Background: an optimization exercise with open tools, aiming at small area. Do not read the settings as production practice.
At most, simulation tests tie the RTL to the original design; equivalence was not proved.
Power and IR drop assume default switching activity. No driver is modelled on the clock port, so clocking that relies on it looks cheaper here than on a real chip.

== old ==
Design speckle_sensor_controller, start of the top module:
module speckle_sensor_controller (
    input  logic                    clk,
    input  logic                    i_rst_n,
    input  logic                    i_start,
    input  speckle_pkg::mode_e      i_mode,
    input  speckle_pkg::pixel_t     i_threshold,
    input  speckle_pkg::div_t       i_clk_div,
    input  speckle_pkg::adc_rsp_t   i_adc,
    output logic                    o_adc_trigger,
    output speckle_pkg::chip_pins_t o_chip,
    output logic                    o_busy,
    output logic                    o_done
);
Size in the first run: ~7,300 cells after synthesis, roughly 59 I/O pins.
clock: 10.0 ns
lec_check: 0
cap_margin: 20
core_margin: 2
core_utilization: 70
cts_buf_list: sky130_fd_sc_hd__clkbuf_16
cts_cluster_diameter: 50
cts_cluster_size: 24
slew_margin: 20
synth_memory_max_bits: 8192
run.sh (not shown) runs the stock make flow with config.mk's settings and CLKGATE_MAP_FILE= SYNTH_SCRIPT=/design/flow/synth_recipe.tcl, a recipe that flattens the netlist after the stock synthesis.
old has completed all stages; timing, DRC and antenna checks passed.
#### Input delta (new over old)
# old
export LEC_CHECK = 0
export CAP_MARGIN = 20
export CORE_MARGIN = 2
export CORE_UTILIZATION = 70
export CTS_BUF_LIST = sky130_fd_sc_hd__clkbuf_16
export CTS_CLUSTER_DIAMETER = 50
export CTS_CLUSTER_SIZE = 24
export SLEW_MARGIN = 20
export SYNTH_MEMORY_MAX_BITS = 8192
create_clock -name core_clock -period 10.0 [get_ports {clk}]
# new
export LEC_CHECK = 0
export CAP_MARGIN = 20
export CORE_MARGIN = 2
export CORE_UTILIZATION = 45
export SLEW_MARGIN = 20
export SYNTH_MEMORY_MAX_BITS = 8192
create_clock -name core_clock -period 10.0 [get_ports {clk}]
Taking old as the reference, in new final non-filler cell total went up by 2,497; endpoint arrival time on the critical path went up by 310 ps. Comparing design area for old and new, the bigger number came from new. In the tables for old and new, worst slack on hold paths reads higher with old. On sequential cell area share: new sits below old. new vs old on post-detailed-route wirelength per cell: new is the lower one. Wire length on met2: lower on new. Taking old as the reference, in new routed wire length now sits higher, fraction of met3 tracks used by global routing dropped 0.58 points, clock network fraction of total power grew by 2.8 points, worst path setup slack after routing saw a decrease.

speckle_sensor_controller, a different RTL version from the one above (not shown whole).
Size: about 7300 cells after synthesis, about 7000 flip-flops, roughly 59 I/O pins, roughly 0.21 sq mm of cells after synthesis.
clock: 10.0 ns
lec_check: 0
cap_margin: 0
core_margin: 2
core_utilization: 70
slew_margin: 0
synth_memory_max_bits: 8192
standard.sh (not shown) runs the stock make flow with config.mk's settings and CLKGATE_MAP_FILE= SYNTH_SCRIPT=/design/flow/synth_recipe.tcl, a recipe that flattens the netlist after the stock synthesis.
==> flow/flow/run.sh <==
#!/bin/bash
# Standard layout, with the clock tree built from strong buffers driving larger
# sink clusters and without dummy loads, and the smallest buffer on the ports.
set -euo pipefail
export CTS_ARGS="-sink_clustering_enable -repair_clock_nets -sink_clustering_size 34 -sink_clustering_max_diameter 80 -buf_list sky130_fd_sc_hd__clkbuf_16 -dont_use_dummy_load"
export BUFFER_PORTS_ARGS="-buffer_cell sky130_fd_sc_hd__buf_1"
bash standard.sh > standard.log 2>&1
Change:
--- a/flow/flow/run.sh
+++ b/flow/flow/run.sh
@@ -5 +5 @@
-export CTS_ARGS="-sink_clustering_enable -repair_clock_nets -sink_clustering_size 34 -sink_clustering_max_diameter 80 -buf_list sky130_fd_sc_hd__clkbuf_16 -dont_use_dummy_load"
+export CTS_ARGS="-sink_clustering_enable -repair_clock_nets -sink_clustering_size 18 -sink_clustering_max_diameter 60 -buf_list sky130_fd_sc_hd__clkbuf_16 -sink_clustering_buffer sky130_fd_sc_hd__clkbuf_8 -dont_use_dummy_load"
Setup slack gets worse by 0.016 ns.
Synthesized cell count stays the same.
Count of clock-buffer cells in the layout goes up by 208.
Final area went up by 0.31%.
Via count grows by 1.6%.
Power climbs by 0.98%.
Wire length went up by 1.9%.
Clock power is higher by about 4%.
Global-route usage is higher by 0.38 points.
Non-clock buffer count is unchanged.
Change:
--- a/flow/flow/run.sh
+++ b/flow/flow/run.sh
@@ -5 +5 @@
-export CTS_ARGS="-sink_clustering_enable -repair_clock_nets -sink_clustering_size 18 -sink_clustering_max_diameter 60 -buf_list sky130_fd_sc_hd__clkbuf_16 -sink_clustering_buffer sky130_fd_sc_hd__clkbuf_8 -dont_use_dummy_load"
+export CTS_ARGS="-sink_clustering_enable -repair_clock_nets -sink_clustering_size 30 -sink_clustering_max_diameter 80 -buf_list sky130_fd_sc_hd__clkbuf_16 -dont_use_dummy_load"
After rerunning: Non-clock buffer count does not change. Wire length decreases slightly. Worst setup slack improved by 0.015 ns. Synthesized area does not change. Clock power increases by a few percent.
No functional check of the RTL was part of any run of this note.

what the ideal ports hide:
The results above use ideal ports. As a check the final layouts listed here were re-extracted and re-timed, cells and wires unchanged. Step 1 sets driving cells, clkbuf_16 on the clock port and buf_2 on the other inputs (assumed; they add their load-dependent delay and slew). Step 2 adds t to the input delays and takes it off the output delays; t is the mean of the earliest and latest rising clock arrival at the registers after step 1. Input paths then give back, and output paths get back, about the clock's delay inside the block. Slacks: ideal / step 1 / step 2; pairs: ideal / step 1.
run | t, ns | slack for setup (ns) | clock arrival spread, ns | worst register clock-pin slew, ns | cell pins on the clock port's net
old | 1.066 | 5.394 / 5.426 / 4.361 | 0.055 / 0.055 | 0.09 / 0.09 | 1
new | 1.127 | 5.114 / 5.147 / 4.019 | 0.045 / 0.045 | 0.07 / 0.07 | 1
the first run of note 2 | 0.999 | 4.899 / 4.921 / 3.946 | 0.058 / 0.058 | 0.12 / 0.12 | 1
the second run of note 2 | 0.957 | 4.883 / 4.933 / 3.976 | 0.085 / 0.086 | 0.11 / 0.11 | 1
the third run of note 2 | 0.974 | 4.898 / 4.943 / 3.969 | 0.058 / 0.058 | 0.11 / 0.11 | 1
After both steps every run listed still meets setup and hold. For new, which loses most, drivers alone change the setup slack by +0.033 ns; drivers and shift together by -1.095 ns.
